This design comes from an exercise in tuning for small area, a short achievable clock period and few clock cycles on the open sky130 flow, not from production work.
At most, simulation tests tie the RTL to the original design; equivalence was not proved.
Function not checked in run 1: the RTL went through the layout flow alone.
Power is estimated from default activity; no workload was simulated.

==> flow/design.v, too long to show whole: its modules and the start of the top module <==
// module requant_argmax_pipe: 1301 lines
module requant_argmax_pipe #(
  parameter int ACC_W       = 25,
  parameter int OUT_W       = 8,
  parameter int MULT_W      = 16,
  parameter int SHIFT_W     = 5,
  parameter int NUM_CLASSES = 10,
  parameter int IDX_W       = $clog2(NUM_CLASSES)
) (
  input  logic                     clk,
  input  logic                     rst_n,
  input  logic                     cfg_load,
  input  logic signed [ACC_W-1:0]  cfg_bias,
  input  logic        [MULT_W-1:0] cfg_mult,
  input  logic       [SHIFT_W-1:0] cfg_shift,
  input  logic                     cfg_round,
  input  logic signed [OUT_W-1:0]  cfg_offset,
  input  logic signed [OUT_W-1:0]  cfg_min,
  input  logic signed [OUT_W-1:0]  cfg_max,
  output logic                     busy,
  input  logic                     in_valid,
  output logic                     in_ready,
  input  logic signed [ACC_W-1:0]  in_data,
  input  logic                     in_last,
  output logic                     out_valid,
  input  logic                     out_ready,
  output logic signed [OUT_W-1:0]  out_data,
  output logic                     out_last,
  output logic                     argmax_valid,
  output logic        [IDX_W-1:0]  argmax_idx,
  output logic signed [OUT_W-1:0]  argmax_val
);
  // ...
==> flow/flow/run.sh <==
#!/bin/bash
# The standard ORFS layout (standard.sh), with two changes to how it is
# made: repair_timing aims for 8.5 ns of setup slack at the design's clock
# period, and the port buffers are buf_2.
set -euo pipefail
bash standard.sh SETUP_SLACK_MARGIN=8.5 "BUFFER_PORTS_ARGS=-buffer_cell sky130_fd_sc_hd__buf_2" finish > standard_flow.log 2>&1
==> flow/standard.sh <==
#!/bin/bash
# synth_recipe.tcl (not shown) runs the flow's synth.tcl, then flattens the netlist and writes it again
# the make line also repeats each setting of config.mk as NAME=value (left out here)
make -C /OpenROAD-flow-scripts/flow DESIGN_CONFIG=/design/flow/config.mk WORK_HOME=/design/flow/orfs CLKGATE_MAP_FILE= SYNTH_SCRIPT=/design/flow/synth_recipe.tcl "${@:-finish}"
==> flow/config.mk <==
export PLATFORM = sky130hd
export DESIGN_NAME = requant_argmax_pipe
export DESIGN_NICKNAME = requant_argmax_pipe
export VERILOG_FILES = /design/flow/design.v
export SDC_FILE = /design/flow/constraint.sdc
export NUM_CORES = 4
export LEC_CHECK = 0
export CAP_MARGIN = 20
export CORE_MARGIN = 2
export CORE_UTILIZATION = 40
export SLEW_MARGIN = 20
==> flow/constraint.sdc <==
create_clock -name core_clock -period 12.0 [get_ports {clk}]
set_input_delay 2.4000 -clock core_clock [delete_from_list [all_inputs] [get_ports {clk}]]
set_output_delay 2.4000 -clock core_clock [all_outputs]
set_load 0.01 [all_outputs]
==> run notes, run 1 <==
The run finished with no timing, DRC or antenna violations. The mux share of post-synthesis cell area came out at 0.0408. The total area of sequential cells came out at just over 0.007 mm2. TritonCTS built the clock tree. The final-layout clock buffer total is 45. The worst register-to-register path has a setup slack of 8.23 ns. The footprint of the multi-input gates came out at 0.0186 mm2. The die boundary height came out at 259 um. The biggest slice of the area belongs to multi-input combinational cells. The depth of the worst register-to-register path is 11. The core area is 0.0642 mm2. Setup violations remaining at the end of the flow were counted as 0. The initial standard-cell utilization of the core is 0.404.

Tracing the worst setup path back leads to its startpoint at in_data[0]. In the post-synthesis netlist, the cell with the most instances is nand2_1. The most used flip-flop cell after synthesis is edfxtp_1.

The number of DRC violations after detailed routing is 0. The number of vias after detailed routing is about 22000. The adder and majority cell fraction of the synthesized area is 0.213. The growth of design area from synthesis to finish is 20.7%.

In this run the horizontal extent of the chip is 259 um. The number of levels the H-tree was split into is 2. For this run, the number of Yosys warnings is 1.

The clock network fraction of design power came out at 0.157. At the end of routability-driven placement, the weighted congestion stood at 0.894.
==> run 2, diff against run 1 <==
--- a/flow/design.v
+++ b/flow/design.v
@@ -47,28 +47,48 @@
       bone_d[i] = mx[2*i] ^ (i == 0 ? 1'b0 : mx[2*i-1]);
     end
     for (int i = 0; i < 8; i++) begin
       btwo_d[i] = (mx[2*i+1] & ~mx[2*i] & ~(i == 0 ? 1'b0 : mx[2*i-1])) |
                   (~mx[2*i+1] & mx[2*i] & (i == 0 ? 1'b0 : mx[2*i-1]));
       bneg_d[i] = mx[2*i+1] & ~(mx[2*i] & (i == 0 ? 1'b0 : mx[2*i-1]));
     end
   end
-  logic               run_q, rdy_q, busy_q;
-  logic               hv_q, hl_q, kv_q, kl_q;
-  logic signed [7:0]  hd_q, kd_q;
-  logic               vs_q, ls_q, vs_d;
-  logic               vt_q, lt_q, vt_d;
-  logic               vu_q, lu_q, vu_d;
-  assign in_ready  = rdy_q;
-  assign busy      = busy_q;
-  assign out_valid = hv_q;
-  assign out_data  = hd_q;
-  assign out_last  = hl_q;
+  logic cfg_en;
+  assign cfg_en = cfg_load && !busy_q && !in_valid;
+  always_ff @(posedge clk) begin
+    if (!rst_n) begin
+      bias_q   <= '0;
+      bone_q   <= 9'd1;
+      btwo_q   <= '0;
+      bneg_q   <= '0;
+      shift_q  <= '0;
+      rc_q     <= 1'b0;
+      offset_q <= '0;
+      min_q    <= OMIN;
+      max_q    <= OMAX;
+    end else if (cfg_en) begin
+      bias_q   <= cfg_bias;
+      bone_q   <= bone_d;
+      btwo_q   <= btwo_d;
+      bneg_q   <= bneg_d;
+      shift_q  <= cfg_shift;
+      rc_q     <= cfg_round && (cfg_shift != '0);
+      offset_q <= cfg_offset;
+      min_q    <= cfg_min;
+      max_q    <= cfg_max;
+    end
+  end
+  logic signed [24:0] d_q;
   logic signed [25:0] s_q;
+  logic        [41:0] pa_q, pb_q;
+  logic        [10:0] u_q;
+  logic               fits_q, sgn_q;
+  logic               vd_q, vs_q, vt_q, vu_q;
+  logic               ld_q, ls_q, lt_q, lu_q;
   logic signed [25:0] s;
   logic        [41:0] pa, pb;
   logic        [8:0]  mul_one;
   logic        [7:0]  mul_two, mul_neg;
   assign s = s_q;
   assign mul_one = bone_q;
   assign mul_two = btwo_q;
   assign mul_neg = bneg_q;
@@ -1141,30 +1161,27 @@
   assign mul_w389 = ~mul_y7[26] ^ mul_y8[24] ^ mul_w312;
   assign mul_w390 = (~mul_y7[26] & mul_y8[24]) | (~mul_y7[26] & mul_w312) | (mul_y8[24] & mul_w312);
   logic mul_w391;
   logic mul_w392;
   assign mul_w391 = mul_y8[25] ^ 1'b1;
   assign mul_w392 = mul_y8[25] & 1'b1;
   assign pa = {mul_w391, mul_w389, mul_w387, mul_w385, mul_w383, mul_w381, mul_w379, mul_w377, mul_w375, mul_w373, mul_w371, mul_w369, mul_w367, mul_w365, mul_w363, mul_w361, mul_w359, mul_w357, mul_w355, mul_w353, mul_w351, mul_w349, mul_w347, mul_w345, mul_w343, mul_w341, mul_w339, mul_w337, mul_w335, mul_w333, mul_w331, mul_w329, mul_w327, mul_w325, mul_w323, mul_w321, mul_w319, mul_w317, mul_w315, mul_w313, mul_y0[1], mul_y0[0]};
   assign pb = {mul_w390, mul_w388, mul_w386, mul_w384, mul_w382, mul_w380, mul_w378, mul_w376, mul_w374, mul_w372, mul_w370, mul_w368, mul_w366, mul_w364, mul_w362, mul_w360, mul_w358, mul_w356, mul_w354, mul_w352, mul_w350, mul_w348, mul_w346, mul_w344, mul_w342, mul_w340, mul_w338, mul_w336, mul_w334, mul_w332, mul_w330, mul_w328, mul_w326, mul_w324, mul_w322, mul_w320, mul_w318, mul_w316, mul_w314, mul_neg1, 1'b0, mul_neg0};
-  logic [41:0] pa_q, pb_q;
   logic signed [41:0] p;
-  assign p = pa_q + pb_q;
   logic signed [42:0] u;
   logic [31:0] dif, msk;
   logic fits_d;
   always_comb begin
+    p      = pa_q + pb_q;
     u      = $signed({p, 1'b0}) >>> shift_q;
     dif    = p[40:9] ^ {32{p[41]}};
     for (int j = 0; j < 32; j++) msk[j] = (5'(j) >= shift_q);
     fits_d = ~|(dif & msk);
   end
-  logic [10:0] u_q;
-  logic fits_q, sgn_q;
   logic signed [11:0] kx, hi_d, lo_d, hi_q, lo_q;
   logic               mm_q;
   logic        [8:0]  t9;
   logic               gt, lt, selmax, selmin;
   logic signed [7:0]  res;
   always_comb begin
     kx     = $signed({{3{offset_q[7]}}, offset_q, rc_q});
     hi_d   = $signed({{3{max_q[7]}}, max_q, 1'b0}) + 12'sd2 - kx;
@@ -1172,101 +1189,86 @@
     t9     = u_q[8:0] + {offset_q, rc_q};
     gt     = $signed({u_q[10], u_q}) >= hi_q;
     lt     = $signed({u_q[10], u_q}) < lo_q;
     selmax = mm_q || (!fits_q && !sgn_q) || (fits_q && gt);
     selmin = (!fits_q && sgn_q) || (fits_q && lt);
     res    = selmax ? max_q : selmin ? min_q : t9[8:1];
   end
   always_ff @(posedge clk) begin
-    hi_q <= hi_d;
-    lo_q <= lo_d;
-    mm_q <= min_q > max_q;
+    d_q    <= in_data;
+    ld_q   <= in_last;
+    s_q    <= d_q + bias_q;
+    ls_q   <= ld_q;
+    pa_q   <= pa;
+    pb_q   <= pb;
+    lt_q   <= ls_q;
+    u_q    <= u[10:0];
+    fits_q <= fits_d;
+    sgn_q  <= p[41];
+    lu_q   <= lt_q;
+    hi_q   <= hi_d;
+    lo_q   <= lo_d;
+    mm_q   <= min_q > max_q;
   end
-  logic push, pop, ld_head, hv_d, kv_d, cfg_en;
+  logic              rdy_q, busy_q;
+  logic        [2:0] n_q, n_d;
+  logic              acc, dlv, ld_head, hv_q, hl_q;
+  logic signed [7:0] hd_q;
+  logic        [8:0] buf_q [0:4];
+  logic        [2:0] rp_q, wp_q, bc_q;
+  logic              to_buf, from_buf;
+  logic        [8:0] bhead;
+  assign in_ready  = rdy_q;
+  assign busy      = busy_q;
+  assign out_valid = hv_q;
+  assign out_data  = hd_q;
+  assign out_last  = hl_q;
   always_comb begin
-    push    = run_q && vu_q;
-    pop     = hv_q && out_ready;
-    ld_head = pop || !hv_q;
-    if (ld_head) begin
-      hv_d = kv_q || push;
-      kv_d = kv_q && push;
-    end else begin
-      hv_d = 1'b1;
-      kv_d = kv_q || push;
-    end
-    vs_d = run_q ? in_valid : vs_q;
-    vt_d = run_q ? vs_q : vt_q;
-    vu_d = run_q ? vt_q : vu_q;
-    cfg_en = cfg_load && !busy_q && !in_valid;
+    acc      = in_valid && rdy_q;
+    dlv      = hv_q && out_ready;
+    n_d      = n_q + 3'(acc) - 3'(dlv);
+    ld_head  = dlv || !hv_q;
+    from_buf = ld_head && (bc_q != '0);
+    to_buf   = vu_q && !(ld_head && bc_q == '0);
+    bhead    = buf_q[rp_q];
   end
   always_ff @(posedge clk) begin
     if (!rst_n) begin
-      bias_q   <= '0;
-      bone_q   <= 9'd1;
-      btwo_q   <= '0;
-      bneg_q   <= '0;
-      shift_q  <= '0;
-      rc_q     <= 1'b0;
-      offset_q <= '0;
-      min_q    <= OMIN;
-      max_q    <= OMAX;
-    end else if (cfg_en) begin
-      bias_q   <= cfg_bias;
-      bone_q   <= bone_d;
-      btwo_q   <= btwo_d;
-      bneg_q   <= bneg_d;
-      shift_q  <= cfg_shift;
-      rc_q     <= cfg_round && (cfg_shift != '0);
-      offset_q <= cfg_offset;
-      min_q    <= cfg_min;
-      max_q    <= cfg_max;
-    end
-  end
-  always_ff @(posedge clk) begin
-    if (!rst_n) begin
-      run_q  <= 1'b1;
+      n_q    <= '0;
       rdy_q  <= 1'b1;
       busy_q <= 1'b0;
-      hv_q   <= 1'b0;
-      kv_q   <= 1'b0;
+      vd_q   <= 1'b0;
       vs_q   <= 1'b0;
       vt_q   <= 1'b0;
       vu_q   <= 1'b0;
+      hv_q   <= 1'b0;
+      rp_q   <= '0;
+      wp_q   <= '0;
+      bc_q   <= '0;
     end else begin
-      run_q  <= !kv_d;
-      rdy_q  <= !kv_d;
-      busy_q <= hv_d || kv_d || vs_d || vt_d || vu_d;
-      hv_q   <= hv_d;
-      kv_q   <= kv_d;
-      vs_q   <= vs_d;
-      vt_q   <= vt_d;
-      vu_q   <= vu_d;
+      n_q    <= n_d;
+      rdy_q  <= n_d <= 3'd5;
+      busy_q <= n_d != '0;
+      vd_q   <= acc;
+      vs_q   <= vd_q;
+      vt_q   <= vs_q;
+      vu_q   <= vt_q;
+      if (ld_head) hv_q <= (bc_q != '0) || vu_q;
+      if (from_buf) rp_q <= (rp_q == 3'd4) ? '0 : rp_q + 3'd1;
+      if (to_buf)   wp_q <= (wp_q == 3'd4) ? '0 : wp_q + 3'd1;
+      bc_q <= bc_q + 3'(to_buf) - 3'(from_buf);
     end
   end
   always_ff @(posedge clk) begin
-    if (run_q) begin
-      ls_q <= in_last;
-      s_q <= in_data + bias_q;
-      lt_q <= ls_q;
-      pa_q <= pa;
-      pb_q <= pb;
-      lu_q <= lt_q;
-      u_q <= u[10:0];
-      fits_q <= fits_d;
-      sgn_q <= p[41];
-    end
     if (ld_head) begin
-      hd_q <= kv_q ? kd_q : res;
-      hl_q <= kv_q ? kl_q : lu_q;
-    end
-    if (push && !(ld_head && !kv_q)) begin
-      kd_q <= res;
-      kl_q <= lu_q;
+      hd_q <= from_buf ? bhead[8:1] : res;
+      hl_q <= from_buf ? bhead[0] : lu_q;
     end
+    if (to_buf) buf_q[wp_q] <= {res, lu_q};
   end
   logic                    hs, in_win, take;
   logic        [CW-1:0]    cnt_q, cnt_d;
   logic        [IDX_W-1:0] cand_idx_q, cand_idx_d, am_idx_q;
   logic signed [OUT_W-1:0] cand_val_q, cand_val_d, am_val_q;
   logic                    am_valid_q;
   assign argmax_valid = am_valid_q;
   assign argmax_idx   = am_idx_q;
==> flow/flow/run.sh (replaced) <==
#!/bin/bash
# The standard ORFS layout (standard.sh), with two changes to how it is
# made: repair_timing aims for 8.8 ns of setup slack at the design's clock
# period, and the port buffers are buf_2.
set -euo pipefail
bash standard.sh SETUP_SLACK_MARGIN=8.8 "BUFFER_PORTS_ARGS=-buffer_cell sky130_fd_sc_hd__buf_2" finish > standard_flow.log 2>&1
==> run notes, run 2 <==
The overall routing resource usage is 0.226 (was 0.224). The peak supply drop is 0.109 mV (was 0.125 mV). The start-to-end type of the worst setup path is reg2out (was in2reg). The post-synthesis instance total is 2892 (was 2787). The hold path depth came out at 0 (unchanged). The average size of a mapped cell is 9.38 um2 (was 9.30 um2).

The standard cell area after detailed placement came out at 0.0285 mm2 (was 0.0271 mm2). The final cell area excluding filler cells came out at 0.0339 mm2 (was 0.0313 mm2). The total iterations of the first detailed-routing run was 5 (was 6). The clock-pin slew reported for the worst setup and hold paths after clock tree synthesis is 0.06 ns (about the same).

Top Registers: buf_q x45, pa_q x42, pb_q x41 (was pa_q x42, pb_q x41, s_q x26). The worst relative slew slack is 0.489 (was 0.275). The growth of design area from synthesis to finish came out at 24.9% (was 20.7%). Most frequent cells after synthesis: dfxtp_1, nand2_1, inv_1, a22oi_1, xnor2_1 (was nand2_1, inv_1, a22oi_1, xnor2_1, fa_1). The most instantiated flip-flop cell in the synthesis netlist is dfxtp_1 (was edfxtp_1). The post-layout net count is 3480 (was 3360). The synthesized netlist net count came to 3342 (was 3227). The core area came out at 0.0672 mm2 (was 0.0642 mm2). The initial standard-cell utilization of the core came out at 0.404 (about the same). The number of buffers added by the clock tree synthesis step is 41 (was 35).

The total power draw came out at 8.63 mW (was 6.21 mW). The number of warning messages in the yosys log is 1 (unchanged). The area share of the largest cell type after synthesis came to 0.224 (was 0.166). The maximum fanout along the worst path is 2 (unchanged).

The setup-violating endpoint count in the final report is 0 (unchanged). The width of the chip came to 264 um (was 259 um). The wire length of the first global-routing pass is 127 mm (was 120 mm). The count of state elements after synthesis came out at 357 (was 280). The final period utilization is 0.302 (was 0.358). The required time reported for the critical path endpoint is 9.60 ns (was 12.30 ns).

The final hold violation count came out at 0 (unchanged). The top achievable clock speed is 0.276 GHz (was 0.232 GHz). The final non-filler cell total came out at 3935 (was 3800). The proportion of register bits with asynchronous set or reset after synthesis came out at 0 (unchanged). The estimated wirelength of the detail-placed design came out at 52.8 mm (was 52.2 mm).

Result of the run: finished clean (unchanged). Most frequent cells in the layout: nand2_1, dfxtp_1, inv_1 (was nand2_1, inv_1, xnor2_1). The pin count of the biggest net entering global routing came out at 88 (was 103). The worst-skew pair later-pin latency came out at 0.57 ns (about the same).

The buffer and inverter count on the worst path was 1 (was 2). The CTS tree is yes (unchanged). The total area of sequential cells came to 0.00786 mm2 (was 0.00706 mm2). The utilization after layout came out at 0.505 (was 0.487). The total congestion overflow after global routing is 0 (unchanged). The fraction of final layout cells sized beyond drive strength 1 is 0.267 (was 0.219). The number of top-level design ports is 127 (unchanged). The initial antenna violation count is 0 (unchanged). The count of hold-fix buffers inserted at cts is 0 (unchanged). The number of placed instances with taps included came out at 3703 (was 3584). The commonest non-fill, non-tap cell in the layout was nand2_1 (unchanged). The element type at the critical path start is a flip-flop (was primary input). The slew of the pin with the lowest slew margin came out at 0.767 ns (was 1.09 ns). The power per cell area is 255 mW/mm2 (was 198 mW/mm2).

The cell family with the largest share of critical-path delay is flip-flops (was compound AO/OA/AOI/OAI gates). The number of nets with antenna violations after routing came out at 0 (unchanged). The number of rows created at floorplan came out at 95 (was 93). The number of DRC markers after the initial detailed-route iteration came out at 1739 (was 1742). The setup clock skew after layout came out at 0.0186 ns (was 0.0377 ns).

The number of levels the H-tree was split into is 2 (unchanged). The number of stages on the worst setup path came out at 1 (was 15). The average wire length per cell after detail routing was 21.3 um (was 20.6 um). The sequential element share of the synthesized area came out at 0.283 (was 0.271). The register with the most flip-flops is buf_q (was pa_q). The static leakage came to 14.2 nW (was 13.1 nW). The depth of the worst register-to-register path came out at 14 (was 11).

The total negative slack is 0 ns (unchanged). The endpoint of the lowest-slack register-to-register path was u_q[10] (was u_q[4]). The number of DRC violations after detailed routing came to 0 (unchanged).

The number of filler instances in the final layout came out at 5947 (was 5881). The die boundary height was 264 um (was 259 um). The footprint of the multi-input gates came out at 0.0194 mm2 (was 0.0186 mm2).

The area of the die is 0.0699 mm2 (was 0.0669 mm2). The endpoint of the worst hold-timing path is lu_q (was lt_q). The delay of the slowest critical-path stage came to 0.48 ns (was 0.36 ns). The final period demand of the worst path came to 3.63 ns (was 4.30 ns).

The critical path's slowest cell is edfxtp_1 (was fa_2). The sum of routed wire length over all layers is 83.9 mm (was 78.5 mm). The final max-slew violation count is 0 (unchanged).

The number of vias after detailed routing was 22400 (was 21600). The setup slack of the worst register-to-register path was 8.48 ns (was 8.23 ns). Top post-synthesis cells by area: dfxtp_1, fa_1, ha_1 (was edfxtp_1, fa_1, dfxtp_1).

The number of enable flip-flop cells after synthesis came out at 54 (was 143). The buffer cell driving the clock tree root is clkbuf_16 (unchanged). The category of the worst setup path capture point is an output port (was flip-flop). Setup repair after global routing missed its margin: true (unchanged). The maximum root-to-sink buffer count came out at 3 (unchanged). The count of different cell masters after synthesis is 93 (was 86). The data arrival time at the worst-slack endpoint came out at 1.23 ns (was 4.60 ns). The number of flip-flops in the largest register came out at 45 (was 42). The launch instance of the worst min-delay path is lt_q (was ls_q). The summed instance area of the synthesized netlist was 0.0271 mm2 (was 0.0259 mm2). The max-capacitance violation count came out at 0 (unchanged). The path type of the worst min-delay path was reg2reg (unchanged). The routability congestion estimate is 0.872 (was 0.894).

Critical path, cell by cell: buf_2 (was buf_6 > ha_4 > inv_2 > fa_2 > nor2b_2 > o21ai_2 > a211oi_4 > o31ai_4 > o211ai_1 > a31o_2 > nor2b_1 > nor2_1 > a21o_1 > a21oi_2 > xnor2_1). The source of the worst register-to-register timing path is pa_q[0] (was pa_q[11]). The number of I/O port buffers was 126 (unchanged). The most frequently used cell type in the post-synthesis netlist is dfxtp_1 (was nand2_1). The number of sinks driven by the clock tree came to 357 (was 280).

The number of global-route vias before repair came out at 23000 (was 21700). The number of vias per cell after detailed routing is 5.69 (about the same). The count of inserted antenna diode cells was 0 (unchanged). The cell type with the largest total area after synthesis is dfxtp_1 (was edfxtp_1).
run 2: changes by cell type in the layout (fill, tap and decap cells not counted), sizes merged, moves of 18 or more:
cell    delta
clkbuf    +18
dfxtp    +166
edfxtp    -89
inv       +21
nor2      -26
o21ai     -29
run 2: how the worst max path moves through the flow:
stage / startpoint / end / slack (ns)
after floorplan: out_ready / busy_q / 7.94
after global placement: out_ready / bc_q[2] / 7.62
after detailed placement: out_ready / bc_q[2] / 7.64
after CTS: hl_q / out_last / 8.35
after global routing: hl_q / out_last / 8.33
final: hl_q / out_last / 8.37
run 2: cell families (layout without fill, tap and decap cells):
family                     count (synthesis)  after routing  synth area share
DFF                                      357            357             0.283
muxes                                    101            101            0.0488
AOI/OAI and AO/OA                        724            726             0.191
and+or+nand+nor                          565            567            0.0985
buffers and inverters                    481            647            0.0676
adders and majority gates                348            348             0.209
xor gates and xnor gates                 316            316             0.102
run 2: final cells by class:
cell class	count	share of cell area
Clock buffer	55	0.0340
Clock inverter	20	0.00794
Inverter	260	0.0296
Multi-Input combinational cell	2058	0.573
Sequential cell	357	0.232
Tap cell	873	0.0322
Timing Repair Buffer	312	0.0910
run 2: stage by stage:
step                worst slack, ns  hold slack (ns)
detailed placement             7.64            0.312
finish                         8.37            0.329
global route                   8.33            0.349
global placement               7.62            0.313
CTS                            8.35            0.326
floorplan                      7.94            0.310
run 2: repair_timing:
action / in CTS / in global routing
pin swaps: 94 / 166
endpoints found under the hold margin: 0 / 0
cloned: 16 / 13
endpoints found under the setup margin: 284 / 205
buffers inserted: 59 / 69
gates resized for setup: 318 / 232
run 2: routing by layer:
metal / up-vias / GRT usage / wire length [um]
li1: 10300 / - / -
met1: 10900 / 0.282 / 34400
met2: 923 / 0.390 / 39300
met3: 272 / 0.0360 / 5820
met4: 0 / 0.0920 / 4450
met5: - / 0 / 0
run 2: power by group:
| part | switching (mW) | total [mW] | internal [mW] | leakage [nW] |
|---|---|---|---|---|
| logic | 2.96 | 5.39 | 2.42 | 10.4 |
| clock network | 0.515 | 1.32 | 0.806 | 0.700 |
| registers | 0.330 | 1.93 | 1.60 | 3.03 |
| total | 3.81 | 8.63 | 4.83 | 14.2 |
Testbench counts of run 2, summed over its fixed seeds: cycles 9,640.
==> run 3, diff against run 2 <==
==> flow/flow/run.sh (replaced) <==
#!/bin/bash
# The standard ORFS layout (standard.sh), with two changes to how it is
# made: repair_timing aims for 8.5 ns of setup slack at the design's clock
# period, and the port buffers are buf_2.
set -euo pipefail
bash standard.sh SETUP_SLACK_MARGIN=8.5 "BUFFER_PORTS_ARGS=-buffer_cell sky130_fd_sc_hd__buf_2" finish > standard_flow.log 2>&1
--- a/flow/config.mk
+++ b/flow/config.mk
@@ -7,5 +7,6 @@
 export LEC_CHECK = 0
 export CAP_MARGIN = 20
 export CORE_MARGIN = 2
-export CORE_UTILIZATION = 40
+export CORE_UTILIZATION = 55
+export CTS_BUF_LIST = sky130_fd_sc_hd__clkbuf_4 sky130_fd_sc_hd__clkbuf_8
 export SLEW_MARGIN = 20
==> run notes, run 3 <==
The number of placed instances with taps included is 3493 (was 3703). The source of the worst register-to-register timing path is pa_q[10] (was pa_q[0]). The number of top-level design ports is 127 (unchanged). The power spent charging and discharging nets is 3.81 mW (about the same). The delay of the slowest critical-path stage is 0.44 ns (was 0.48 ns).

The number of buffers added by the clock tree synthesis step is 60 (was 41). The final hold violation count came out at 0 (unchanged). The power per cell area is 268 mW/mm2 (was 255 mW/mm2). The footprint of the multi-input gates came out at 0.0186 mm2 (was 0.0194 mm2). The count of hold-fix buffers inserted at cts is 0 (unchanged). The core area came out at 0.0488 mm2 (was 0.0672 mm2).

The sequential element share of the synthesized area came out at 0.283 (unchanged). The setup clock skew after layout is 0.0211 ns (was 0.0186 ns). The standard cell area after detailed placement came out at 0.0282 mm2 (was 0.0285 mm2).

The area share of the largest cell type after synthesis is 0.224 (unchanged). The setup slack at placement is 7.59 ns (was 7.64 ns). The number of global-route vias before repair is 21700 (was 23000). The CTS tree was yes (unchanged). The top achievable clock speed is 0.272 GHz (was 0.276 GHz).

The routability congestion estimate is 0.904 (was 0.872). The most frequently used cell type in the post-synthesis netlist was dfxtp_1 (unchanged). The maximum fanout along the worst path came out at 3 (was 2). The number of sinks driven by the clock tree came out at 357 (unchanged). The count of different cell masters after synthesis is 93 (unchanged). The die boundary height came out at 226 um (was 264 um). The final cell area excluding filler cells came to 0.0310 mm2 (was 0.0339 mm2). Top post-synthesis cells by area: dfxtp_1, fa_1, ha_1 (unchanged). The commonest non-fill, non-tap cell in the layout was nand2_1 (unchanged). The max-capacitance violation count came to 0 (unchanged). The cell family with the largest share of critical-path delay was flip-flops (unchanged). The cell type with the largest total area after synthesis is dfxtp_1 (unchanged). Most frequent cells in the layout: nand2_1, dfxtp_1, inv_1 (unchanged). The fraction of final layout cells sized beyond drive strength 1 came out at 0.182 (was 0.267). The register with the most flip-flops is buf_q (unchanged).

The post-layout net count is 3381 (was 3480). The average wire length per cell after detail routing is 21.9 um (was 21.3 um). The design internal power was 4.51 mW (was 4.83 mW).

The number of nets with antenna violations after routing came out at 0 (unchanged). The category of the worst setup path capture point is an output port (unchanged). The number of enable flip-flop cells after synthesis came out at 54 (unchanged).

The clock-pin slew reported for the worst setup and hold paths after clock tree synthesis came to 0.06 ns (about the same). The proportion of register bits with asynchronous set or reset after synthesis came out at 0 (unchanged). The buffer and inverter count on the worst path is 1 (unchanged). The sum of routed wire length over all layers came out at 79.6 mm (was 83.9 mm). The final non-filler cell total is 3642 (was 3935). The slew of the pin with the lowest slew margin came out at 1.01 ns (was 0.767 ns). The startpoint of the worst setup timing path is hd_q[3] (was hl_q). The critical path's slowest cell is edfxtp_1 (unchanged).

The launch instance of the worst min-delay path was ls_q (was lt_q). Result of the run: finished clean (unchanged). The width of the chip is 226 um (was 264 um). The number of levels the H-tree was split into came to 2 (unchanged). The number of vias after detailed routing came to 21800 (was 22400). The post-synthesis instance total came to 2892 (unchanged). The total negative slack came out at 0 ns (unchanged). The minimum setup slack in the final design came out at 8.32 ns (was 8.37 ns).

The static leakage is 13.1 nW (was 14.2 nW). The path type of the worst min-delay path is reg2reg (unchanged). The growth of design area from synthesis to finish was 14.3% (was 24.9%). The data arrival time at the worst-slack endpoint came out at 1.28 ns (was 1.23 ns). The relative contribution of combinational cells to total power is 0.624 (about the same). The number of rows created at floorplan is 81 (was 95). The total congestion overflow after global routing is 0 (unchanged). The peak supply drop came out at 0.151 mV (was 0.109 mV). The final period utilization came out at 0.306 (was 0.302).

The total iterations of the first detailed-routing run is 6 (was 5). The number of I/O port buffers was 126 (unchanged). The worst-skew pair later-pin latency is 0.67 ns (was 0.57 ns). The initial antenna violation count was 3 (was 0).

Setup repair after global routing missed its margin: true (unchanged). The summed instance area of the synthesized netlist came out at 0.0271 mm2 (unchanged). The pin count of the biggest net entering global routing is 127 (was 88). The switching power as a share of total power came out at 0.458 (was 0.441). Critical path, cell by cell: buf_2 (unchanged). The required time reported for the critical path endpoint is 9.60 ns (about the same). The number of flip-flops in the largest register was 45 (unchanged). The number of DRC violations after detailed routing came out at 0 (unchanged). The number of DRC markers after the initial detailed-route iteration came out at 1697 (was 1739). The total area of sequential cells came out at 0.00776 mm2 (was 0.00786 mm2).

The number of warning messages in the yosys log is 1 (unchanged). Most frequent cells after synthesis: dfxtp_1, nand2_1, inv_1, a22oi_1, xnor2_1 (unchanged). The wire length of the first global-routing pass was 122 mm (was 127 mm). The final period demand of the worst path came out at 3.68 ns (was 3.63 ns). The worst relative slew slack is 0.325 (was 0.489). The overall routing resource usage is 0.306 (was 0.226).

The area of the die came out at 0.0511 mm2 (was 0.0699 mm2). The count of state elements after synthesis came out at 357 (unchanged). The clock network fraction of design power came to 0.147 (was 0.153). The final max-slew violation count is 0 (unchanged).

The setup-violating endpoint count in the final report is 0 (unchanged). The initial standard-cell utilization of the core is 0.555 (was 0.404). The maximum root-to-sink buffer count came out at 3 (unchanged). Top Registers: buf_q x45, pa_q x42, pb_q x41 (unchanged). The share of total power in sequential cells came out at 0.229 (was 0.223). The most instantiated flip-flop cell in the synthesis netlist was dfxtp_1 (unchanged). The average size of a mapped cell came out at 9.38 um2 (unchanged). The number of filler instances in the final layout came out at 4204 (was 5947). The start-to-end type of the worst setup path is reg2out (unchanged).

The synthesized netlist net count is 3342 (unchanged). The estimated wirelength of the detail-placed design came out at 54.9 mm (was 52.8 mm). The utilization after layout is 0.635 (was 0.505). The element type at the critical path start is a flip-flop (unchanged). The number of vias per cell after detailed routing came to 6.00 (was 5.69). The buffer cell driving the clock tree root is clkbuf_8 (was clkbuf_16).
[run 3: cell count changes in the layout (fill, tap and decap cells not counted), moves of 26 or more]
cell,delta
buf_4,-64
clkbuf_16,-53
a22oi_1,+82
a21boi_1,-41
clkbuf_8,+67
dfxtp_4,-32
a21boi_0,+41
buf_12,-26
a22oi_2,-82
[run 3: per-stage QoR]
stage / hold slack, ns / power (mW)
after floorplan: 0.310 / 5.14
after global placement: 0.310 / 6.49
after detailed placement: 0.312 / 6.56
after CTS: 0.327 / 8.01
after global routing: 0.334 / 8.92
final: 0.327 / 8.31
[run 3: metal layers]
layer | vias to the layer above | wire length, um | GRT usage | share of wire
li1 | 10100 | - | - | -
met1 | 10700 | 32600 | 0.396 | 0.41
met2 | 917 | 38600 | 0.506 | 0.48
met3 | 177 | 6030 | 0.0598 | 0.076
met4 | 0 | 2420 | 0.119 | 0.030
met5 | - | 0 | 0 | 0
[run 3: path summary, 6_finish.rpt]
check                           cells after the start           to  slack, ns
worst max-delay path                                1  out_data[3]       8.32
worst min-delay path                                0         lt_q       0.33
worst max register to register                     12       u_q[6]       8.44
worst min register to register                      0         lt_q       0.33
[run 3: layout make-up]
| type | count | area share |
|---|---|---|
| multi-input cells | 2055 | 0.600 |
| flip-flops and latches | 357 | 0.250 |
| repair buffers | 197 | 0.0469 |
| clock buffers | 82 | 0.0342 |
| inverters | 260 | 0.0322 |
| well taps | 664 | 0.0268 |
| clock inverters | 24 | 0.00956 |
| diodes | 3 | 0.000242 |
[run 3: logic make-up after synthesis]
family	share of synthesized area
AO/OA/AOI/OAI	0.191
XOR/XNOR	0.102
AND/OR/NAND/NOR	0.0985
adder cells (fa/ha/maj)	0.209
flip-flops	0.283
multiplexers	0.0488
buffers and inverters	0.0676
[run 3: repair_timing]
action                                  in CTS  in global routing
buffers inserted                            23                 14
gates cloned                                 1                  2
pin swaps                                   20                 23
resized for setup                          123                127
endpoints found under the setup margin      86                118
[run 3: power groups by stage]
stage          Clock [mW]  Sequential, mW  Combinational [mW]
6_report             1.22            1.90                5.19
5_1_grt              1.30            1.93                5.70
4_1_cts              1.25            1.88                4.88
3_5_place_dp            0            1.90                4.65
3_3_place_gp            0            1.90                4.59
2_1_floorplan           0            1.71                3.43
==> run 4, diff against run 3 <==
--- a/flow/config.mk
+++ b/flow/config.mk
@@ -7,6 +7,7 @@
 export LEC_CHECK = 0
 export CAP_MARGIN = 20
 export CORE_MARGIN = 2
-export CORE_UTILIZATION = 55
-export CTS_BUF_LIST = sky130_fd_sc_hd__clkbuf_4 sky130_fd_sc_hd__clkbuf_8
+export CORE_UTILIZATION = 40
+export CTS_CLUSTER_DIAMETER = 100
+export CTS_CLUSTER_SIZE = 30
 export SLEW_MARGIN = 20
==> run notes, run 4 <==
The delay of the slowest critical-path stage came out at 0.45 ns (was 0.44 ns). The number of vias after detailed routing is 21400 (was 21800). The area of the die is 0.0699 mm2 (was 0.0511 mm2). The cell type with the largest total area after synthesis is dfxtp_1 (unchanged). The worst-skew pair later-pin latency came to 0.58 ns (was 0.67 ns). The setup clock skew after layout is 0.0371 ns (was 0.0211 ns). The sequential element share of the synthesized area is 0.283 (unchanged). The buffer cell driving the clock tree root is clkbuf_16 (was clkbuf_8).

The CTS tree is yes (unchanged). The count of state elements after synthesis is 357 (unchanged). The final period demand of the worst path came out at 3.59 ns (was 3.68 ns).

The post-synthesis instance total is 2892 (unchanged). The final period utilization came to 0.299 (was 0.306). The final max-slew violation count came out at 0 (unchanged). The worst relative slew slack is 0.424 (was 0.325). Top Registers: buf_q x45, pa_q x42, pb_q x41 (unchanged).

The estimated wirelength of the detail-placed design is 54.4 mm (was 54.9 mm). The critical path's slowest cell is edfxtp_1 (unchanged). The number of flip-flops in the largest register is 45 (unchanged).

The top achievable clock speed came to 0.278 GHz (was 0.272 GHz). The number of DRC violations after detailed routing is 0 (unchanged). The number of rows created at floorplan is 95 (was 81). The number of nets with antenna violations after routing is 0 (unchanged).

Critical path, cell by cell: buf_2 (unchanged). The standard cell area after detailed placement came to 0.0285 mm2 (was 0.0282 mm2). The buffer and inverter count on the worst path came to 1 (unchanged). The commonest non-fill, non-tap cell in the layout is nand2_1 (unchanged). The data arrival time at the worst-slack endpoint is 1.19 ns (was 1.28 ns).

The average size of a mapped cell is 9.38 um2 (unchanged). The growth of design area from synthesis to finish came out at 12.1% (was 14.3%). The number of sinks driven by the clock tree is 357 (unchanged).

The maximum fanout along the worst path came to 2 (was 3). Setup repair after global routing missed its margin: true (unchanged). The core area is 0.0672 mm2 (was 0.0488 mm2). The number of filler instances in the final layout is 6327 (was 4204). The final cell area excluding filler cells came to 0.0304 mm2 (was 0.0310 mm2).

The most instantiated flip-flop cell in the synthesis netlist was dfxtp_1 (unchanged). The total power draw came to 7.71 mW (was 8.31 mW). The utilization after layout was 0.453 (was 0.635). The power spent charging and discharging nets came to 3.60 mW (was 3.81 mW). The final non-filler cell total is 3782 (was 3642). The element type at the critical path start is a flip-flop (unchanged).

Most frequent cells in the layout: nand2_1, dfxtp_1, inv_1 (unchanged). The cell family with the largest share of critical-path delay was flip-flops (unchanged). The category of the worst setup path capture point is an output port (unchanged). The area share of the largest cell type after synthesis is 0.224 (unchanged). The peak supply drop came out at 0.147 mV (was 0.151 mV). The number of enable flip-flop cells after synthesis came out at 54 (unchanged).

The setup slack of the worst register-to-register path came out at 8.42 ns (was 8.44 ns). The fraction of final layout cells sized beyond drive strength 1 came out at 0.157 (was 0.182). The maximum root-to-sink buffer count came to 3 (unchanged). The design internal power is 4.12 mW (was 4.51 mW). The initial antenna violation count is 4 (was 3). The total congestion overflow after global routing came to 0 (unchanged). The static leakage came out at 12.8 nW (was 13.1 nW).

The setup-violating endpoint count in the final report is 0 (unchanged). The footprint of the multi-input gates was 0.0185 mm2 (was 0.0186 mm2). The final hold violation count came out at 0 (unchanged). The number of buffers added by the clock tree synthesis step is 21 (was 60). The total area of sequential cells was 0.00777 mm2 (was 0.00776 mm2). The count of different cell masters after synthesis came out at 93 (unchanged).

The number of global-route vias before repair came to 21800 (was 21700). The max-capacitance violation count came to 0 (unchanged). The share of total power in sequential cells came out at 0.246 (was 0.229). The number of top-level design ports is 127 (unchanged). The width of the chip is 264 um (was 226 um). The number of levels the H-tree was split into came out at 1 (was 2). The die boundary height is 264 um (was 226 um). Result of the run: finished clean (unchanged). The path type of the worst min-delay path is reg2reg (unchanged). The proportion of register bits with asynchronous set or reset after synthesis is 0 (unchanged). The number of placed instances with taps included is 3700 (was 3493).

The pin count of the biggest net entering global routing came to 127 (unchanged). The synthesized netlist net count is 3342 (unchanged). The start-to-end type of the worst setup path was reg2out (unchanged). Most frequent cells after synthesis: dfxtp_1, nand2_1, inv_1, a22oi_1, xnor2_1 (unchanged).

The number of warning messages in the yosys log is 1 (unchanged). The routability congestion estimate is 0.883 (was 0.904). The post-layout net count came to 3344 (was 3381). The worst hold slack across all endpoints came out at 0.342 ns (was 0.327 ns). The average wire length per cell after detail routing came out at 20.5 um (was 21.9 um). The sum of routed wire length over all layers is 77.4 mm (was 79.6 mm). Top post-synthesis cells by area: dfxtp_1, fa_1, ha_1 (unchanged).

The total negative slack is 0 ns (unchanged). The power per cell area was 254 mW/mm2 (was 268 mW/mm2). The number of vias per cell after detailed routing came out at 5.66 (was 6.00). The wire length of the first global-routing pass came to 121 mm (was 122 mm). The summed instance area of the synthesized netlist came out at 0.0271 mm2 (unchanged). The clock network fraction of design power came out at 0.115 (was 0.147).

The initial standard-cell utilization of the core came out at 0.404 (was 0.555). The total iterations of the first detailed-routing run is 6 (unchanged). The register with the most flip-flops is buf_q (unchanged). The setup slack at placement came out at 7.58 ns (was 7.59 ns).

The number of I/O port buffers is 126 (unchanged). The number of DRC markers after the initial detailed-route iteration is 1758 (was 1697). The relative contribution of combinational cells to total power is 0.640 (was 0.624). The required time reported for the critical path endpoint came to 9.60 ns (about the same). The switching power as a share of total power came out at 0.466 (was 0.458). The clock-pin slew reported for the worst setup and hold paths after clock tree synthesis was 0.11 ns (was 0.06 ns). The overall routing resource usage is 0.212 (was 0.306). The minimum setup slack in the final design came out at 8.41 ns (was 8.32 ns).

The slew of the pin with the lowest slew margin is 0.864 ns (was 1.01 ns). The most frequently used cell type in the post-synthesis netlist is dfxtp_1 (unchanged).
run 4: cell count changes in the layout (fill, tap and decap cells not counted), sizes merged:
cell and delta:
clkinv -10, inv +4, and2 +3, buf +2
diode -1, clkbuf -62, bufinv -5
run 4: layout make-up:
cell class,count,share of cell area
tap,873,0.0359
inverter,260,0.0328
antenna,2,0.000165
timing repair buffer,196,0.0415
clock inverter,13,0.00786
sequential,357,0.256
clock buffer,23,0.0189
multi-input combinational,2058,0.607
run 4: power by group through the flow:
| stage | clock, mW | sequential [mW] | combinational, mW |
|---|---|---|---|
| 6_report | 0.885 | 1.89 | 4.93 |
| 5_1_grt | 0.953 | 1.92 | 5.48 |
| 4_1_cts | 0.913 | 1.88 | 4.69 |
| 3_5_place_dp | 0 | 1.91 | 4.52 |
| 3_3_place_gp | 0 | 1.91 | 4.43 |
| 2_1_floorplan | 0 | 1.71 | 3.43 |
run 4: final timing paths:
path | cells after the start | start | to
worst max register to register | 13 | pa_q[0] | u_q[2]
worst max-delay path | 1 | hd_q[0] | out_data[0]
worst min-delay path | 0 | ld_q | ls_q
worst min register to register | 0 | ld_q | ls_q
run 4: logic make-up after synthesis:
family,synth area share
XOR/XNOR,0.102
AO/OA/AOI/OAI,0.191
flip-flops,0.283
AND/OR/NAND/NOR,0.0985
adder cells (fa/ha/maj),0.209
multiplexers,0.0488
buffers and inverters,0.0676
run 4: repair_timing:
item	in CTS	in global routing
hold buffers	0	0
pin swaps	22	20
gates cloned	1	4
buffers inserted	23	16
resized for setup	91	100
endpoints found under the setup margin	88	167
run 4: layer usage:
layer,up-vias,share of wire,routed length (um),GRT usage
met5,-,0,0,0
met3,138,0.062,4790,0.0273
met4,0,0.025,1960,0.0604
met1,10500,0.43,33600,0.283
li1,9951,-,-,-
met2,774,0.48,37100,0.361
==> run 5, diff against run 4 <==
--- a/flow/config.mk
+++ b/flow/config.mk
@@ -8,6 +8,6 @@
 export CAP_MARGIN = 20
 export CORE_MARGIN = 2
 export CORE_UTILIZATION = 40
-export CTS_CLUSTER_DIAMETER = 100
-export CTS_CLUSTER_SIZE = 30
+export CTS_CLUSTER_DIAMETER = 80
+export CTS_CLUSTER_SIZE = 25
 export SLEW_MARGIN = 20
==> run notes, run 5 <==
The routability congestion estimate came out at 0.883 (unchanged). The number of DRC violations after detailed routing came out at 0 (unchanged). The register with the most flip-flops is buf_q (unchanged). Top Registers: buf_q x45, pa_q x42, pb_q x41 (unchanged). The most instantiated flip-flop cell in the synthesis netlist is dfxtp_1 (unchanged). The setup clock skew after layout is 0.0261 ns (was 0.0371 ns).

The data arrival time at the worst-slack endpoint came out at 1.21 ns (was 1.19 ns). The number of levels the H-tree was split into came out at 1 (unchanged). The element type at the critical path start was a flip-flop (unchanged).

The total congestion overflow after global routing is 0 (unchanged). The post-synthesis instance total is 2892 (unchanged). The sequential element share of the synthesized area is 0.283 (unchanged).

The number of nets with antenna violations after routing is 0 (unchanged). The clock-pin slew reported for the worst setup and hold paths after clock tree synthesis came to 0.10 ns (was 0.11 ns). The final max-slew violation count came out at 0 (unchanged). Most frequent cells in the layout: nand2_1, dfxtp_1, inv_1 (unchanged). The maximum fanout along the worst path came out at 2 (unchanged). The start-to-end type of the worst setup path is reg2out (unchanged). The number of enable flip-flop cells after synthesis is 54 (unchanged). The worst relative slew slack is 0.421 (was 0.424). The top achievable clock speed came to 0.277 GHz (was 0.278 GHz).

The estimated wirelength of the detail-placed design came out at 54.4 mm (unchanged). The number of filler instances in the final layout is 6322 (was 6327). The category of the worst setup path capture point is an output port (unchanged). The summed instance area of the synthesized netlist is 0.0271 mm2 (unchanged). The worst-skew pair later-pin latency came out at 0.58 ns (about the same). Result of the run: finished clean (unchanged). The commonest non-fill, non-tap cell in the layout is nand2_1 (unchanged). The slew of the pin with the lowest slew margin is 0.868 ns (was 0.864 ns). The pin count of the biggest net entering global routing is 127 (unchanged). The initial standard-cell utilization of the core came to 0.404 (unchanged).

Critical path, cell by cell: buf_2 (unchanged). The final cell area excluding filler cells is 0.0304 mm2 (about the same). The number of flip-flops in the largest register was 45 (unchanged). The maximum root-to-sink buffer count is 3 (unchanged). The wire length of the first global-routing pass is 121 mm (about the same). The total negative slack came out at 0 ns (unchanged). The final hold violation count is 0 (unchanged). The average size of a mapped cell is 9.38 um2 (unchanged). The required time reported for the critical path endpoint came to 9.60 ns (about the same). The number of DRC markers after the initial detailed-route iteration came out at 1839 (was 1758). The count of hold-fix buffers inserted at cts is 0 (unchanged). The final period utilization was 0.301 (was 0.299). The count of different cell masters after synthesis is 93 (unchanged). The count of state elements after synthesis is 357 (unchanged). The max-capacitance violation count came to 0 (unchanged).

Most frequent cells after synthesis: dfxtp_1, nand2_1, inv_1, a22oi_1, xnor2_1 (unchanged). The synthesized netlist net count came out at 3342 (unchanged). The proportion of register bits with asynchronous set or reset after synthesis is 0 (unchanged).

The fraction of final layout cells sized beyond drive strength 1 is 0.154 (was 0.157). The launch instance of the worst min-delay path is ld_q (unchanged). The static leakage is 12.8 nW (about the same). The critical path's slowest cell is edfxtp_1 (unchanged). The area share of the largest cell type after synthesis is 0.224 (unchanged). The utilization after layout came to 0.453 (about the same). The number of buffers added by the clock tree synthesis step came out at 24 (was 21). The cell family with the largest share of critical-path delay is flip-flops (unchanged).

The CTS tree was yes (unchanged). Setup repair after global routing missed its margin: true (unchanged). The cell type with the largest total area after synthesis is dfxtp_1 (unchanged). The width of the chip is 264 um (unchanged).

The initial antenna violation count came out at 3 (was 4). The buffer cell driving the clock tree root is clkbuf_16 (unchanged). The final period demand of the worst path is 3.61 ns (was 3.59 ns). The number of global-route vias before repair came out at 21900 (was 21800).

The power per cell area came out at 255 mW/mm2 (was 254 mW/mm2). The average wire length per cell after detail routing came out at 20.5 um (about the same). The source of the worst register-to-register timing path is pa_q[0] (unchanged). The sum of routed wire length over all layers came out at 77.4 mm (about the same). The number of top-level design ports is 127 (unchanged). The most frequently used cell type in the post-synthesis netlist is dfxtp_1 (unchanged). The post-layout net count came to 3343 (was 3344).

The core area was 0.0672 mm2 (unchanged). The startpoint of the worst setup timing path was hd_q[7] (was hd_q[0]). The area of the die is 0.0699 mm2 (unchanged). The growth of design area from synthesis to finish is 12.2% (was 12.1%). The number of sinks driven by the clock tree is 357 (unchanged). The total iterations of the first detailed-routing run is 6 (unchanged).

The standard cell area after detailed placement is 0.0285 mm2 (unchanged). The path type of the worst min-delay path is reg2reg (unchanged). The number of I/O port buffers was 126 (unchanged).

The number of warning messages in the yosys log was 1 (unchanged). The die boundary height is 264 um (unchanged). The delay of the slowest critical-path stage is 0.45 ns (about the same). The peak supply drop is 0.138 mV (was 0.147 mV).

The setup-violating endpoint count in the final report came out at 0 (unchanged). The buffer and inverter count on the worst path is 1 (unchanged). Top post-synthesis cells by area: dfxtp_1, fa_1, ha_1 (unchanged).

The overall routing resource usage was 0.212 (about the same). The number of vias per cell after detailed routing is 5.68 (was 5.66). The number of rows created at floorplan came out at 95 (unchanged). The number of vias after detailed routing came out at 21500 (was 21400).
run 5: what timing repair did:
item | in CTS | in global routing
gates resized for setup | 90 | 83
setup endpoints to repair | 90 | 163
setup buffers | 24 | 10
cloned | 1 | 5
pin swaps | 22 | 13
run 5: cells by family after synthesis:
family | share of synthesized area
AND/OR/NAND/NOR | 0.0985
adder cells (fa/ha/maj) | 0.209
buffers and inverters | 0.0676
flip-flops | 0.283
multiplexers | 0.0488
XOR/XNOR | 0.102
AO/OA/AOI/OAI | 0.191
run 5: cell type report:
cell class,count,area (um2),share of cell area
inverter,260,997,0.0328
timing repair buffer,192,1250,0.0410
tap,873,1090,0.0359
clock inverter,14,280,0.00921
sequential,357,7770,0.255
antenna,1,2.50,0.0000822
clock buffer,29,682,0.0224
multi-input combinational,2058,18400,0.603
run 5: stage by stage:
stage / std cells / hold slack [ns] / power (mW) / setup slack, ns
final: 3784 / 0.342 / 7.75 / 8.39
after floorplan: 2892 / 0.310 / 5.14 / 7.94
after global routing: 3784 / 0.342 / 8.38 / 8.35
after global placement: 3700 / 0.312 / 6.34 / 7.59
after detailed placement: 3700 / 0.316 / 6.43 / 7.58
after CTS: 3768 / 0.339 / 7.59 / 8.38
run 5: routing by layer:
layer	up-vias	part of all wire	GRT usage
li1	9947	-	-
met1	10600	0.43	0.283
met2	764	0.48	0.359
met3	150	0.061	0.0270
met4	0	0.029	0.0637
met5	-	0	0
run 5: worst paths after layout:
check / end / slack [ns] / cells past startpoint
max: out_data[7] / 8.39 / 1
min: ls_q / 0.34 / 0
max reg2reg: u_q[6] / 8.43 / 13
min reg2reg: ls_q / 0.34 / 0
run 5: power breakdown:
group	leakage, nW	internal (mW)	switching [mW]
registers	3.01	1.59	0.308
clock network	0.456	0.501	0.492
logic	9.37	2.08	2.78
total	12.8	4.17	3.58
==> run 6, diff against run 5 <==
--- a/flow/config.mk
+++ b/flow/config.mk
@@ -7,7 +7,8 @@
 export LEC_CHECK = 0
 export CAP_MARGIN = 20
 export CORE_MARGIN = 2
-export CORE_UTILIZATION = 40
+export CORE_UTILIZATION = 60
 export CTS_CLUSTER_DIAMETER = 80
 export CTS_CLUSTER_SIZE = 25
+export PLACE_DENSITY = 0.7
 export SLEW_MARGIN = 20
==> run notes, run 6 <==
The simple-gate portion of the synthesized area is 0.0985 (unchanged). The power per cell area was 260 mW/mm2 (was 255 mW/mm2). The total area of sequential cells came out at 0.00774 mm2 (was 0.00777 mm2).

The worst relative slew slack is 0.236 (was 0.421). The standard cell area after detailed placement is 0.0281 mm2 (was 0.0285 mm2). The static leakage came to 12.8 nW (about the same). The final max-slew violation count came out at 0 (unchanged). The number of placed instances with taps included is 3422 (was 3700).

The area of the die is 0.0469 mm2 (was 0.0699 mm2). The growth of design area from synthesis to finish is 11.1% (was 12.2%). The endpoint of the lowest-slack register-to-register path was u_q[6] (unchanged). The average size of a mapped cell came out at 9.38 um2 (unchanged). Most frequent cells in the layout: nand2_1, dfxtp_1, inv_1 (unchanged). The footprint of the multi-input gates is 0.0184 mm2 (about the same).

Result of the run: finished clean (unchanged). The number of vias after detailed routing is 21700 (was 21500). The routability congestion estimate came out at 0.927 (was 0.883). The maximum fanout along the worst path is 2 (unchanged). The sum of routed wire length over all layers came to 74.7 mm (was 77.4 mm). The number of stages on the worst setup path came out at 1 (unchanged). The number of flip-flops in the largest register is 45 (unchanged). The element type at the critical path start was a flip-flop (unchanged). The number of rows created at floorplan came to 77 (was 95).

The adder and majority cell fraction of the synthesized area came out at 0.209 (unchanged). The setup-violating endpoint count in the final report came to 0 (unchanged). The max-capacitance violation count came out at 0 (unchanged).

The number of DRC violations after detailed routing is 0 (unchanged). The commonest non-fill, non-tap cell in the layout was nand2_1 (unchanged). Critical path, cell by cell: buf_2 (unchanged). The number of DRC markers after the initial detailed-route iteration came out at 1967 (was 1839). The depth of the worst register-to-register path is 13 (unchanged). The combinational family with the most area after synthesis is adder cells (unchanged). The final hold violation count is 0 (unchanged). The post-layout net count is 3344 (was 3343). The setup clock skew after layout is 0.0223 ns (was 0.0261 ns). The number of global-route vias before repair is 21400 (was 21900). The estimated wirelength of the detail-placed design was 53.2 mm (was 54.4 mm).

Top post-synthesis cells by area: dfxtp_1, fa_1, ha_1 (unchanged). The initial standard-cell utilization of the core is 0.611 (was 0.404). The required time reported for the critical path endpoint was 9.60 ns (about the same). The summed instance area of the synthesized netlist is 0.0271 mm2 (unchanged). The most instantiated flip-flop cell in the synthesis netlist is dfxtp_1 (unchanged). The number of I/O port buffers is 126 (unchanged).

The maximum root-to-sink buffer count came to 3 (unchanged). The number of filler instances in the final layout came out at 3537 (was 6322). The data arrival time at the worst-slack endpoint was 1.20 ns (was 1.21 ns).

The area share of the largest cell type after synthesis is 0.224 (unchanged). The final non-filler cell total came out at 3508 (was 3784). The capture point of the worst path is out_data[5] (was out_data[7]). The initial antenna violation count is 2 (was 3).

The core area is 0.0444 mm2 (was 0.0672 mm2). The count of state elements after synthesis came out at 357 (unchanged). The slew of the pin with the lowest slew margin is 1.15 ns (was 0.868 ns). The most frequently used cell type in the post-synthesis netlist was dfxtp_1 (unchanged). The setup slack of the worst register-to-register path came out at 8.41 ns (was 8.43 ns). The start-to-end type of the worst setup path is reg2out (unchanged). The critical path's slowest cell is edfxtp_1 (unchanged). The final period demand of the worst path is 3.60 ns (was 3.61 ns). The number of nets with antenna violations after routing came out at 0 (unchanged). The number of levels the H-tree was split into came out at 1 (unchanged). The cell type with the largest total area after synthesis was dfxtp_1 (unchanged). The total congestion overflow after global routing came out at 0 (unchanged). The top achievable clock speed was 0.278 GHz (was 0.277 GHz).

The wire length of the first global-routing pass is 118 mm (was 121 mm). The synthesized netlist net count was 3342 (unchanged). The CTS tree is yes (unchanged). The clock-pin slew reported for the worst setup and hold paths after clock tree synthesis came to 0.10 ns (about the same).

The total power draw is 7.84 mW (was 7.75 mW). The count of hold-fix buffers inserted at cts came out at 0 (unchanged). The width of the chip came to 217 um (was 264 um). The delay of the slowest critical-path stage came out at 0.44 ns (was 0.45 ns). The number of warning messages in the yosys log came out at 1 (unchanged). The path type of the worst min-delay path was reg2reg (unchanged). Setup repair after global routing missed its margin: true (unchanged). The final period utilization is 0.300 (was 0.301). The final cell area excluding filler cells is 0.0301 mm2 (was 0.0304 mm2). Top Registers: buf_q x45, pa_q x42, pb_q x41 (unchanged). The source of the worst register-to-register timing path is pa_q[0] (unchanged). The fraction of final layout cells sized beyond drive strength 1 came out at 0.156 (was 0.154). The count of different cell masters after synthesis came to 93 (unchanged). The average wire length per cell after detail routing was 21.3 um (was 20.5 um). The worst-skew pair later-pin latency is 0.59 ns (was 0.58 ns).

Most frequent cells after synthesis: dfxtp_1, nand2_1, inv_1, a22oi_1, xnor2_1 (unchanged). The proportion of register bits with asynchronous set or reset after synthesis came out at 0 (unchanged). The total iterations of the first detailed-routing run is 6 (unchanged). The startpoint of the worst setup timing path is hd_q[5] (was hd_q[7]). The pin count of the biggest net entering global routing came to 127 (unchanged). The peak supply drop is 0.166 mV (was 0.138 mV). The sequential element share of the synthesized area came out at 0.283 (unchanged).

The post-synthesis compound-gate area fraction is 0.191 (unchanged). The register with the most flip-flops is buf_q (unchanged). The number of sinks driven by the clock tree came out at 357 (unchanged).

The number of vias per cell after detailed routing was 6.19 (was 5.68). The buffer cell driving the clock tree root is clkbuf_16 (unchanged). The cell family with the largest share of critical-path delay was flip-flops (unchanged).

The die boundary height came out at 217 um (was 264 um). The xor and xnor fraction of the mapped netlist area came to 0.102 (unchanged). The post-synthesis instance total is 2892 (unchanged).

The category of the worst setup path capture point was an output port (unchanged). The number of enable flip-flop cells after synthesis is 54 (unchanged). The number of buffers added by the clock tree synthesis step is 26 (was 24).

The number of top-level design ports is 127 (unchanged). The buffer and inverter count on the worst path came out at 1 (unchanged). The overall routing resource usage was 0.313 (was 0.212). The total negative slack is 0 ns (unchanged).

The mux share of post-synthesis cell area is 0.0488 (unchanged).
-- run 6: per-layer routing --
| layer | GRT usage | part of all wire |
|---|---|---|
| met5 | 0 | 0 |
| met4 | 0.111 | 0.032 |
| met3 | 0.0449 | 0.082 |
| met2 | 0.517 | 0.48 |
| met1 | 0.420 | 0.41 |
-- run 6: cells by family after synthesis --
kind of cell / Yosys count
AND/OR/NAND/NOR: 565
AO/OA/AOI/OAI: 724
flip-flops: 357
adder cells (fa/ha/maj): 348
buffers and inverters: 481
XOR/XNOR: 316
multiplexers: 101
-- run 6: power breakdown --
group / internal, mW / total [mW] / switching, mW / leakage (nW)
sequential: 1.59 / 1.89 / 0.301 / 3.01
combinational: 2.12 / 4.97 / 2.85 / 9.35
clock: 0.461 / 0.976 / 0.515 / 0.448
-- run 6: worst min path at each step --
| stage | startpoint | to | slack [ns] | cells past startpoint |
|---|---|---|---|---|
| after global routing | ls_q | lt_q | 0.34 | 0 |
| after detailed placement | ls_q | lt_q | 0.32 | 0 |
| after floorplan | ld_q | ls_q | 0.31 | 0 |
| after global placement | lt_q | lu_q | 0.31 | 0 |
| after CTS | ld_q | ls_q | 0.34 | 0 |
| final | ls_q | lt_q | 0.34 | 0 |
-- run 6: stage by stage --
stage	setup slack (ns)	util	hold slack [ns]
6_report	8.40	0.679	0.341
5_1_grt	8.32	0.679	0.345
4_1_cts	8.38	0.666	0.344
3_5_place_dp	7.62	0.633	0.322
3_3_place_gp	7.62	0.633	0.310
2_1_floorplan	7.94	-	0.310
-- run 6: timing repair --
| action | CTS | global route |
|---|---|---|
| setup endpoints to repair | 80 | 55 |
| cloned | 1 | 1 |
| gates resized for setup | 89 | 94 |
| pin swaps | 20 | 14 |
| setup buffers | 22 | 12 |
-- run 6: final cells by class --
cell class                 count  share of cell area
timing repair buffer         194              0.0426
inverter                     260              0.0331
multi-input combinational   2055               0.611
clock buffer                  28              0.0218
clock inverter                20              0.0100
tap                          592              0.0246
sequential                   357               0.257
antenna                        2            0.000166
==> run 7, diff against run 6 <==
--- a/flow/config.mk
+++ b/flow/config.mk
@@ -7,8 +7,5 @@
 export LEC_CHECK = 0
 export CAP_MARGIN = 20
 export CORE_MARGIN = 2
-export CORE_UTILIZATION = 60
-export CTS_CLUSTER_DIAMETER = 80
-export CTS_CLUSTER_SIZE = 25
-export PLACE_DENSITY = 0.7
+export CORE_UTILIZATION = 40
 export SLEW_MARGIN = 20
==> run notes, run 7 <==
The number of rows created at floorplan is 95 (was 77). The endpoint of the lowest-slack register-to-register path is u_q[6] (unchanged). The final hold violation count came to 0 (unchanged). The maximum root-to-sink buffer count came to 3 (unchanged).

The estimated wirelength of the detail-placed design came to 54.4 mm (was 53.2 mm). The average wire length per cell after detail routing was 20.4 um (was 21.3 um). The average size of a mapped cell came out at 9.38 um2 (unchanged).

The CTS tree was yes (unchanged). The buffer and inverter count on the worst path came to 2 (was 1). The setup-violating endpoint count in the final report is 0 (unchanged).

The setup slack at placement came out at 7.58 ns (was 7.62 ns). The number of DRC violations after detailed routing is 0 (unchanged). The clock-pin slew reported for the worst setup and hold paths after clock tree synthesis is 0.06 ns (was 0.10 ns).

The width of the chip is 264 um (was 217 um). The number of filler instances in the final layout was 6270 (was 3537). The number of global-route vias before repair came out at 22100 (was 21400). The number of placed instances with taps included was 3700 (was 3422). The cell family with the largest share of critical-path delay was adder cells (was flip-flops). The sum of routed wire length over all layers is 77.8 mm (was 74.7 mm). The initial standard-cell utilization of the core is 0.404 (was 0.611). The capture point of the worst path is busy_q (was out_data[5]). The number of top-level design ports came out at 127 (unchanged). The most instantiated flip-flop cell in the synthesis netlist is dfxtp_1 (unchanged). The design internal power came to 4.42 mW (was 4.17 mW). The depth of the worst register-to-register path is 13 (unchanged). The overall routing resource usage came out at 0.215 (was 0.313). The share of total power in sequential cells came out at 0.236 (was 0.241). The startpoint of the worst setup timing path is out_ready (was hd_q[5]). The number of warning messages in the yosys log came to 1 (unchanged). The fraction of final layout cells sized beyond drive strength 1 is 0.163 (was 0.156). The initial antenna violation count came to 2 (unchanged). The number of I/O port buffers was 126 (unchanged). The top achievable clock speed was 0.280 GHz (was 0.278 GHz).

Top Registers: buf_q x45, pa_q x42, pb_q x41 (unchanged). The routability congestion estimate is 0.883 (was 0.927). The setup slack of the worst register-to-register path is 8.45 ns (was 8.41 ns). The synthesized netlist net count came out at 3342 (unchanged). The number of buffers added by the clock tree synthesis step is 41 (was 26). The sequential element share of the synthesized area is 0.283 (unchanged).

The number of stages on the worst setup path came to 9 (was 1). The worst-skew pair later-pin latency was 0.58 ns (was 0.59 ns). The growth of design area from synthesis to finish came to 13.8% (was 11.1%). The number of enable flip-flop cells after synthesis was 54 (unchanged).

The post-synthesis instance total is 2892 (unchanged). The category of the worst setup path capture point is a flip-flop (was output port). By instance count, the cell type seen most on the critical path is ha_4. The clock network fraction of design power is 0.159 (was 0.125). The worst hold slack across all endpoints came out at 0.328 ns (was 0.341 ns).

The slew of the pin with the lowest slew margin is 0.856 ns (was 1.15 ns). The most frequently used cell type in the post-synthesis netlist is dfxtp_1 (unchanged). The count of different cell masters after synthesis came out at 93 (unchanged). The required time reported for the critical path endpoint is 12.47 ns (was 9.60 ns). The start-to-end type of the worst setup path is in2reg (was reg2out). The summed instance area of the synthesized netlist came out at 0.0271 mm2 (unchanged). The number of flip-flops in the largest register is 45 (unchanged). Top post-synthesis cells by area: dfxtp_1, fa_1, ha_1 (unchanged).

The number of vias after detailed routing is 21500 (was 21700). The path type of the worst min-delay path was reg2reg (unchanged). The relative contribution of combinational cells to total power is 0.605 (was 0.635).

The power per cell area is 261 mW/mm2 (was 260 mW/mm2). The wire length of the first global-routing pass came out at 121 mm (was 118 mm). The cell type with the largest total area after synthesis is dfxtp_1 (unchanged). The launch instance of the worst min-delay path is ld_q (was ls_q). The final non-filler cell total came out at 3813 (was 3508). The number of DRC markers after the initial detailed-route iteration is 1720 (was 1967). The pin count of the biggest net entering global routing came to 127 (unchanged). The number of levels the H-tree was split into came to 2 (was 1).

The total negative slack came out at 0 ns (unchanged). The number of sinks driven by the clock tree came out at 357 (unchanged). The count of inserted antenna diode cells came out at 0 (was 2). The delay of the slowest critical-path stage is 0.34 ns (was 0.44 ns). The maximum fanout along the worst path came out at 3 (was 2).

The number of vias per cell after detailed routing is 5.63 (was 6.19). The switching power as a share of total power came out at 0.450 (was 0.468). The core area was 0.0672 mm2 (was 0.0444 mm2).

The die boundary height is 264 um (was 217 um). The data arrival time at the worst-slack endpoint is 4.04 ns (was 1.20 ns). The total iterations of the first detailed-routing run came to 6 (unchanged). Most frequent cells after synthesis: dfxtp_1, nand2_1, inv_1, a22oi_1, xnor2_1 (unchanged).

Result of the run: finished clean (unchanged). The post-layout net count came out at 3358 (was 3344). The final period utilization came out at 0.298 (was 0.300). The worst relative slew slack came out at 0.430 (was 0.236).

The total congestion overflow after global routing is 0 (unchanged). Most frequent cells in the layout: nand2_1, dfxtp_1, inv_1 (unchanged). The element type at the critical path start is a primary input (was flip-flop).

The area share of the largest cell type after synthesis is 0.224 (unchanged). The max-capacitance violation count came to 0 (unchanged). The register with the most flip-flops is buf_q (unchanged). The count of hold-fix buffers inserted at cts is 0 (unchanged). The minimum setup slack in the final design came out at 8.43 ns (was 8.40 ns). The power spent charging and discharging nets is 3.62 mW (was 3.67 mW).

The setup clock skew after layout is 0.0312 ns (was 0.0223 ns). The final period demand of the worst path came out at 3.57 ns (was 3.60 ns). The peak supply drop is 0.110 mV (was 0.166 mV).

The final max-slew violation count is 0 (unchanged). The critical path's slowest cell is fa_2 (was edfxtp_1). The static leakage is 13.0 nW (was 12.8 nW). The buffer cell driving the clock tree root was clkbuf_16 (unchanged).

The number of nets with antenna violations after routing came out at 0 (unchanged). Critical path, cell by cell: buf_6 > and2_4 > ha_4 > inv_2 > ha_4 > fa_2 > xor2_2 > xnor2_2 > o31a_1 (was buf_2). The area of the die is 0.0699 mm2 (was 0.0469 mm2). The source of the worst register-to-register timing path is pb_q[0] (was pa_q[0]). The proportion of register bits with asynchronous set or reset after synthesis is 0 (unchanged). Setup repair after global routing missed its margin: true (unchanged). The count of state elements after synthesis came out at 357 (unchanged).
[run 7: cell counts after synthesis]
Identical to the previous run, type by type.
[run 7: timing repair]
action	4_1_cts	5_1_grt
pin swaps	25	20
endpoints found under the hold margin	0	0
gates cloned	1	3
buffers inserted	26	8
setup endpoints to repair	93	160
resized for setup	92	85
[run 7: power by group through the flow]
stage	registers, mW	clock network, mW	logic (mW)
after floorplan	1.71	0	3.43
after global placement	1.91	0	4.43
after detailed placement	1.91	0	4.52
after CTS	1.88	1.31	4.72
after global routing	1.92	1.36	5.40
final	1.90	1.28	4.87
[run 7: worst min-delay path by stage]
stage               cells past startpoint  slack (ns)    to
finish                                  0        0.33  ls_q
global route                            0        0.33  ls_q
CTS                                     0        0.33  ls_q
detailed placement                      0        0.32  ls_q
global placement                        0        0.31  lt_q
floorplan                               0        0.31  ls_q
[run 7: per-layer routing]
layer,part of all wire,vias up,global-route usage
met2,0.48,770,0.363
met4,0.028,0,0.0676
li1,-,9999,-
met3,0.066,161,0.0318
met1,0.43,10600,0.284
met5,0,-,0
[run 7: per-stage QoR]
step,total power [mW],area [um2],util
4_1_cts,7.92,30400,0.453
6_report,8.04,30900,0.460
3_5_place_dp,6.43,28500,0.424
3_3_place_gp,6.34,28500,0.424
5_1_grt,8.69,30900,0.460
2_1_floorplan,5.14,27400,-
[run 7: final cells by class]
class	count	area, um2	area share
clock buffer	62	1260	0.0409
clock inverter	13	140	0.00454
inverter	260	997	0.0323
multi-input combinational	2058	18400	0.597
sequential	357	7760	0.252
tap	873	1090	0.0354
timing repair buffer	190	1180	0.0383
[run 7: kinds of logic (layout without fill, tap and decap cells)]
| family | count (synthesis) | count (layout) | synth area share |
|---|---|---|---|
| XOR/XNOR | 316 | 316 | 0.102 |
| AND/OR/NAND/NOR | 565 | 568 | 0.0985 |
| AO/OA/AOI/OAI | 724 | 725 | 0.191 |
| multiplexers | 101 | 101 | 0.0488 |
| buffers and inverters | 481 | 525 | 0.0676 |
| flip-flops | 357 | 357 | 0.283 |
| adder cells (fa/ha/maj) | 348 | 348 | 0.209 |

separate check: timing with driven ports:
No port has a modelled driver above. Below, the same layouts with a new extraction and two added sets of constraints. Step 1 (the two cells are an assumption about what drives the block):
set clk [get_ports {clk}]
set_driving_cell -lib_cell sky130_fd_sc_hd__clkbuf_16 $clk
set_driving_cell -lib_cell sky130_fd_sc_hd__buf_2 [delete_from_list [all_inputs] $clk]
Step 2 times the ports against the registers' clock, not the clock port: input delays grow and output delays shrink by t, the midpoint of the rising clock arrivals with the driver on. Slacks: ideal ports / drivers / drivers and shift; pairs: ideal ports / drivers.
| run | t, ns | setup slack, ns | worst setup path after step 2 | worst register clock-pin slew, ns | pins driven straight from the clock port |
|---|---|---|---|---|---|
| run 1 | 0.609 | 7.699 / 7.695 / 7.087 | input to register | 0.06 / 0.06 | 1 |
| run 2 | 0.619 | 8.373 / 8.310 / 7.811 | input to register | 0.06 / 0.06 | 1 |
| run 3 | 0.714 | 8.322 / 8.266 / 7.806 | input to register | 0.07 / 0.07 | 1 |
| run 4 | 0.627 | 8.408 / 8.341 / 7.857 | input to register | 0.12 / 0.12 | 1 |
| run 5 | 0.639 | 8.390 / 8.324 / 7.843 | input to register | 0.10 / 0.10 | 1 |
| run 6 | 0.637 | 8.398 / 8.336 / 7.868 | input to register | 0.10 / 0.10 | 1 |
| run 7 | 0.633 | 8.428 / 8.363 / 7.826 | input to register | 0.07 / 0.07 | 1 |
After both steps setup and hold are still met in every run listed. For run 1, which loses most, drivers alone change the setup slack by -0.004 ns; drivers and shift together by -0.612 ns.
